Context: an optimization exercise on an open-source flow, tuned for small area, a short achievable clock period and few clock cycles per item. The choices shown serve that exercise and are no tape-out recipe.
In this exercise RTL edits were held to simulation tests only and were not proved equivalent to the original.
No activity file was given, so power comes from the tool's default toggle rates.

==> flow/design.v <==
package smt_pkg;
  localparam int CAPACITY = 16;
  localparam int KEY_BITS = 32;
  localparam int IDX_W = $clog2(CAPACITY);
  localparam int CNT_W = $clog2(CAPACITY + 1);
  localparam int COUNT_OUT_W = 5;
  localparam int REQ_W = 2;
  localparam int IN_DATA_W = ((KEY_BITS + 7) / 8) * 8;
  localparam int OUT_DATA_W = 8;
  localparam logic [REQ_W-1:0] REQ_LOOKUP = 2'd0;
  localparam logic [REQ_W-1:0] REQ_INSERT = 2'd1;
  localparam logic [REQ_W-1:0] REQ_REMOVE = 2'd2;
  typedef enum logic [1:0] {
    ST_IDLE,
    ST_MATCH,
    ST_UPDATE
  } state_t;
  typedef struct packed {
    logic load;
    logic match;
    logic commit;
  } cmd_t;
endpackage
module smt_ctrl (
  input  logic          clk,
  input  logic          rst_n,
  input  logic          in_tvalid,
  output logic          in_tready,
  output logic          out_tvalid,
  input  logic          out_tready,
  output smt_pkg::cmd_t cmd
);
  smt_pkg::state_t state_r, state_nxt;
  logic            out_valid_r, out_valid_nxt;
  logic            out_free;
  always_ff @(posedge clk) begin
    if (!rst_n) begin
      state_r     <= smt_pkg::ST_IDLE;
      out_valid_r <= 1'b0;
    end else begin
      state_r     <= state_nxt;
      out_valid_r <= out_valid_nxt;
    end
  end
  assign out_free   = !out_valid_r || out_tready;
  assign out_tvalid = out_valid_r;
  always_comb begin
    state_nxt  = state_r;
    in_tready  = 1'b0;
    cmd.load   = 1'b0;
    cmd.match  = 1'b0;
    cmd.commit = 1'b0;
    unique case (state_r)
      smt_pkg::ST_IDLE: begin
        in_tready = 1'b1;
        if (in_tvalid) begin
          cmd.load  = 1'b1;
          state_nxt = smt_pkg::ST_MATCH;
        end
      end
      smt_pkg::ST_MATCH: begin
        cmd.match = 1'b1;
        state_nxt = smt_pkg::ST_UPDATE;
      end
      smt_pkg::ST_UPDATE: begin
        if (out_free) begin
          cmd.commit = 1'b1;
          in_tready  = 1'b1;
          if (in_tvalid) begin
            cmd.load  = 1'b1;
            state_nxt = smt_pkg::ST_MATCH;
          end else begin
            state_nxt = smt_pkg::ST_IDLE;
          end
        end
      end
      default: state_nxt = smt_pkg::ST_IDLE;
    endcase
  end
  always_comb begin
    if (cmd.commit) begin
      out_valid_nxt = 1'b1;
    end else if (out_tready) begin
      out_valid_nxt = 1'b0;
    end else begin
      out_valid_nxt = out_valid_r;
    end
  end
endmodule
module smt_dpath (
  input  logic                            clk,
  input  logic                            rst_n,
  input  smt_pkg::cmd_t                   cmd,
  input  logic [smt_pkg::REQ_W-1:0]       req_in,
  input  logic [smt_pkg::KEY_BITS-1:0]    key_in,
  output logic                            was_present,
  output logic [smt_pkg::COUNT_OUT_W-1:0] entry_count,
  output logic                            dropped
);
  logic [smt_pkg::KEY_BITS-1:0]    store_r [smt_pkg::CAPACITY];
  logic [smt_pkg::KEY_BITS-1:0]    key_r;
  logic [smt_pkg::REQ_W-1:0]       req_r;
  logic [smt_pkg::CAPACITY-1:0]    hit_r, hit_nxt;
  logic [smt_pkg::CAPACITY-1:0]    shift_en;
  logic [smt_pkg::CNT_W-1:0]       count_r, count_nxt;
  logic                            was_present_r;
  logic [smt_pkg::COUNT_OUT_W-1:0] entry_count_r;
  logic                            dropped_r;
  logic [smt_pkg::CNT_W+smt_pkg::COUNT_OUT_W-1:0] count_wide;
  logic hit, full, is_ins, is_rem, do_ins, do_rem, drop;
  always_comb begin
    for (int i = 0; i < smt_pkg::CAPACITY; i++) begin
      hit_nxt[i] = (store_r[i] == key_r) && (smt_pkg::CNT_W'(i) < count_r);
    end
  end
  always_comb begin
    for (int i = 0; i < smt_pkg::CAPACITY; i++) begin
      shift_en[i] = |(hit_r & ~({smt_pkg::CAPACITY{1'b1}} << (i + 1)));
    end
  end
  assign hit    = |hit_r;
  assign full   = (count_r == smt_pkg::CNT_W'(smt_pkg::CAPACITY));
  assign is_ins = (req_r == smt_pkg::REQ_INSERT);
  assign is_rem = (req_r == smt_pkg::REQ_REMOVE);
  assign do_ins = is_ins && !hit && !full;
  assign do_rem = is_rem && hit;
  assign drop   = is_ins && !hit && full;
  always_comb begin
    priority if (do_ins) begin
      count_nxt = count_r + 1'b1;
    end else if (do_rem) begin
      count_nxt = count_r - 1'b1;
    end else begin
      count_nxt = count_r;
    end
  end
  assign count_wide = {{smt_pkg::COUNT_OUT_W{1'b0}}, count_nxt};
  always_ff @(posedge clk) begin
    if (!rst_n) begin
      count_r <= '0;
    end else if (cmd.commit) begin
      count_r <= count_nxt;
    end
  end
  always_ff @(posedge clk) begin
    if (cmd.load) begin
      key_r <= key_in;
      req_r <= req_in;
    end
    if (cmd.match) begin
      hit_r <= hit_nxt;
    end
    if (cmd.commit) begin
      was_present_r <= hit;
      entry_count_r <= count_wide[smt_pkg::COUNT_OUT_W-1:0];
      dropped_r     <= drop;
      if (do_ins) begin
        store_r[count_r[smt_pkg::IDX_W-1:0]] <= key_r;
      end
      if (do_rem) begin
        for (int i = 0; i < smt_pkg::CAPACITY - 1; i++) begin
          if (shift_en[i]) begin
            store_r[i] <= store_r[i+1];
          end
        end
      end
    end
  end
  assign was_present = was_present_r;
  assign entry_count = entry_count_r;
  assign dropped     = dropped_r;
endmodule
module set_membership_table_top (
  input  logic                           clk,
  input  logic                           rst_n,
  input  logic                           in_tvalid,
  output logic                           in_tready,
  input  logic [smt_pkg::IN_DATA_W-1:0]  in_tdata,   
  input  logic [smt_pkg::REQ_W-1:0]      in_tuser,   
  output logic                           out_tvalid,
  input  logic                           out_tready,
  output logic [smt_pkg::OUT_DATA_W-1:0] out_tdata   
);
  smt_pkg::cmd_t                   cmd;
  logic                            was_present;
  logic [smt_pkg::COUNT_OUT_W-1:0] entry_count;
  logic                            dropped;
  smt_ctrl u_ctrl (
    .clk        (clk),
    .rst_n      (rst_n),
    .in_tvalid  (in_tvalid),
    .in_tready  (in_tready),
    .out_tvalid (out_tvalid),
    .out_tready (out_tready),
    .cmd        (cmd)
  );
  smt_dpath u_dpath (
    .clk         (clk),
    .rst_n       (rst_n),
    .cmd         (cmd),
    .req_in      (in_tuser),
    .key_in      (in_tdata[smt_pkg::KEY_BITS-1:0]),
    .was_present (was_present),
    .entry_count (entry_count),
    .dropped     (dropped)
  );
  assign out_tdata = {1'b0, dropped, entry_count, was_present};
endmodule
==> flow/run.sh <==
#!/bin/bash
# synth_recipe.tcl (not shown) runs the flow's synth.tcl, then flattens the netlist and writes it again
# the make line also repeats each setting of config.mk as NAME=value (left out here)
make -C /OpenROAD-flow-scripts/flow DESIGN_CONFIG=/design/flow/config.mk WORK_HOME=/design/flow/orfs CLKGATE_MAP_FILE= SYNTH_SCRIPT=/design/flow/synth_recipe.tcl finish
==> flow/config.mk <==
export PLATFORM = sky130hd
export DESIGN_NAME = set_membership_table_top
export DESIGN_NICKNAME = set_membership_table_top
export VERILOG_FILES = /design/flow/design.v
export SDC_FILE = /design/flow/constraint.sdc
export NUM_CORES = 4
export LEC_CHECK = 0
export CAP_MARGIN = 20
export CORE_MARGIN = 2
export CORE_UTILIZATION = 40
export PLACE_DENSITY = 0.6
export SLEW_MARGIN = 20
==> flow/constraint.sdc <==
create_clock -name core_clock -period 3.4 [get_ports {clk}]
set_input_delay 0.6800 -clock core_clock [delete_from_list [all_inputs] [get_ports {clk}]]
set_output_delay 0.6800 -clock core_clock [all_outputs]
set_load 0.01 [all_outputs]
==> reports/metrics.cfg <==
[critical_path]
arrival_ns = 3.47
cp.required_ns = 3.88
crit_type = register to register
end_kind = register
crit_path_start_kind = register
path_max_fanout = 13

[logic_synthesis]
synthDistinctLibCells = 48
syn-cell-area_sq_mm = 0.0299
synth-seq-cells = 577
syn_nets = 2126
synth_top_area_share_pct = 57.1
synth_top_area_cell = edfxtp_1
syn_avg_cell_area_sq_um = 14.4
synthFlopType = edfxtp_1
syn_inst = 2083
ys_warn_count = 2
yosysSeqAreaShare_pct = 57.7
synth_edf_count = 569
ys_top_cells_by_area = edfxtp_1, mux2_2, xor2_1, xnor2_1, nor4_1
synthArstFlopShare_pct = 0

[power]
pwr-share-seq_pct = 49.5
total_power_w = 0.0163
p_sw_w = 0.00377
combPwrFrac_pct = 8.1
ir_drop_mv = 0.427
leakage_nw = 11.2
pwr_density_cell_mw_per_mm2 = 475
clock_power_share_pct = 42.4
p_int_w = 0.0125
swShare_pct = 23.1

[final_layout]
nFillCells = 6535
seqCellArea_sq_mm = 0.0172
final_area_sq_mm = 0.0343
drive_gt1_share_pct = 31.0
num-nets-final = 2176
multi_input_area_sq_mm = 0.0119
area_delta_synth_final_pct = 14.8
utilization_pct = 46.3

[floorplanning]
die-area_sq_mm = 0.0770
fp.dieW_microns = 277
num_io_pins = 48
die_height_microns = 277
start_util_pct = 40.3
core_area_sq_mm = 0.0742
rows = 100

[route]
met2_length_microns = 42100
antenna_left = 0
wl_microns = 87500
drc = 0
wl_per_cell_microns = 27.8
viasPerCell = 5.59
vias = 17618
drt_first_pass_iters = 5
topRoutingLayerUsed = met5
met3_length_microns = 4640
drtIter0Drc = 1632
route.layer.met1.wl_microns = 38300

[clock_network]
cts.sinks = 577
cts_hold_buf = 0
cts_setup_buffers = 0
cts.path.max_buffers = 3
cts_htree_levels = 3
clk_pin_slew_ns = 0.06
cts_tree = built
clk-insertion-delay-late_ns = 0.62
cts_resized = 0
cts_made_buffers = 66
cts-root-buf = clkbuf_16

[run]
max_cap_viol_count = 0

[sta]
fmax_mhz = 334
skew_ns = 0.0270
finalSetupViolations = 0
worst_slack_ns = 0.409
finalSetupTns_ns = 0
rsz0062_at_grt = false
fin_crit_ns = 2.99
final_max_slew_viol_count = 0
finalCritPeriodShare_pct = 88.0
worstMarginPinSlew_ns = 1.15
relSlewSlack_pct = 22.8
finalHoldViolations = 0

[place]
placed_area_sq_mm = 0.0323
dpl_worst_slack_ns = 0.237
portBuffers = 46
place_hpwl_microns = 61200
gp_routability_congestion = 0.863

[grt]
grt_overflow = 0
grt_max_degree = 35
grt_usage_pct = 22.5
grt_pass1_wl_microns = 126000
antenna_found_initial = 2
grt_pass1_vias = 18041

[status]
status = no timing/DRC/antenna violations

[worst_hold_path]
min_path_type = register to register

cell usage after synthesis, types with 2 or more instances:
cell type,count
buf_1,45
nand3_1,23
a21boi_0,2
nor3_1,22
a31o_2,9
o2111ai_1,2
and2_1,2
nand2b_1,8
or3_1,3
dfxtp_1,8
o311ai_0,2
mux2i_1,4
inv_1,3
ha_1,5
buf_4,3
nand2_1,26
mux2_1,37
a2111oi_0,5
nor2b_1,5
xnor2_1,220
xor2_1,296
nand4_1,63
a21oi_1,2
edfxtp_1,569
clkbuf_1,117
o21ai_0,2
nor4_1,86
and3_1,6
or4_1,3
a22oi_1,3
nor2_1,19
a31oi_1,2
buf_2,23
o21ai_2,2
mux2_2,443
metal layers:
| layer | vias to the layer above | track usage, % |
|---|---|---|
| met3 | 142 | 3.12 |
| met5 | - | 0 |
| met4 | 4 | 6.95 |
| met2 | 567 | 37.0 |
| met1 | 9114 | 31.0 |
| li1 | 7791 | - |
cells by family after synthesis:
logic type	synth area share (%)
DFF	57.7
xor gates and xnor gates	15.1
muxes	18.2
and+or+nand+nor	5.12
buffers and inverters	2.53
AOI/OAI and AO/OA	1.12
adders and majority gates	0.209
other	0.0125
registers in the layout (all words and copies together), names as in the netlist:
name / flops
u_dpath.store_r: 512
u_dpath.key_r: 32
u_dpath.hit_r: 16
u_dpath.count_r: 5
u_dpath.entry_count_r: 5
u_ctrl.state_r: 2
u_dpath.req_r: 2
u_ctrl.out_valid_r: 1
u_dpath.dropped_r: 1
u_dpath.was_present_r: 1
path summary, 6_finish.rpt:
| path | from | endpoint | slack (ns) | cells after the start |
|---|---|---|---|---|
| hold / removal | u_ctrl.out_valid_r$_SDFFE_PN0P_ | u_ctrl.out_valid_r$_SDFFE_PN0P_ | 0.50 | 2 |
| setup reg to reg | u_dpath.key_r[4]$_DFFE_PP_ | u_dpath.hit_r[2]$_DFFE_PN_ | 0.41 | 7 |
| hold reg to reg | u_ctrl.out_valid_r$_SDFFE_PN0P_ | u_ctrl.out_valid_r$_SDFFE_PN0P_ | 0.50 | 2 |
| setup / recovery | u_dpath.key_r[4]$_DFFE_PP_ | u_dpath.hit_r[2]$_DFFE_PN_ | 0.41 | 7 |
metrics by stage:
step,instances,hold slack (ns)
after floorplan,2083,0.424
after global placement,3034,0.500
after detailed placement,3034,0.487
after CTS,3148,0.498
after global routing,3148,0.524
final,3149,0.496
area by class of cell:
cell class,instances,area share [%]
diodes,1,0.00729
clock buffers,86,5.16
clock inverters,28,0.769
inverters,3,0.0328
multi-input cells,1315,34.8
flip-flops and latches,577,50.3
well taps,969,3.53
repair buffers,170,5.48
worst max-delay path: stages (launching register included):
cell,delay (ns)
edfxtp_1,0.65
buf_4,0.30
buf_4,0.28
xor2_1,0.11
nor4_1,0.29
nand3_1,0.19
a2111oi_0,0.80
buf_4,0.22
power groups by stage:
| stage | registers (W) | logic (W) | clock network (W) |
|---|---|---|---|
| CTS | 0.00807 | 0.00133 | 0.00703 |
| detailed placement | 0.00821 | 0.00132 | 0 |
| finish | 0.00807 | 0.00133 | 0.00691 |
| global route | 0.00807 | 0.00142 | 0.00726 |
| floorplan | 0.00812 | 0.000887 | 0 |
| global placement | 0.00821 | 0.00130 | 0 |
cells in the final DEF (no fill, tap or decap), drive strengths merged, types with 2 or more instances in the layout:
cell,count
a2111oi,5
a21boi,3
a21oi,3
a22oi,3
a31o,9
a31oi,2
and2,3
and3,6
buf,124
bufinv,4
clkbuf,86
clkdlybuf4s50,46
clkinv,20
dfxtp,8
edfxtp,569
ha,5
inv,7
mux2,480
mux2i,4
nand2,26
nand2b,8
nand3,23
nand4,63
nor2,19
nor2b,5
nor3,23
nor4,86
o2111ai,2
o21ai,4
o311ai,2
or3,3
or4,3
xnor2,220
xor2,296
Testbench counts, summed over its fixed seeds: cycles 24,016, items 12,000.

## what the ideal ports hide
In the flow no input, the clock included, has a driving cell. The finished layout below was timed again as built, in two steps. Step 1 assumes that a clkbuf_16 drives the clock port and a buf_2 every other input. Step 2 adds t to the input delays and takes it off the output delays; t is the mean of the earliest and latest rising clock arrival at the registers after step 1. Input paths then give back, and output paths get back, about the clock's delay inside the block. Three values: no drivers, after step 1, after step 2; two values: the first two.
shift t [ns]: 0.666
slack for setup (ns): 0.409 / 0.409 / 0.223
worst setup path after step 2: input to register
clock arrival spread, ns: 0.027 / 0.028
slew at the worst register clock pin (ns): 0.06 / 0.06
After both steps this run still meets setup and hold. For this run, drivers alone change the setup slack by 0.000 ns; drivers and shift together by -0.186 ns.
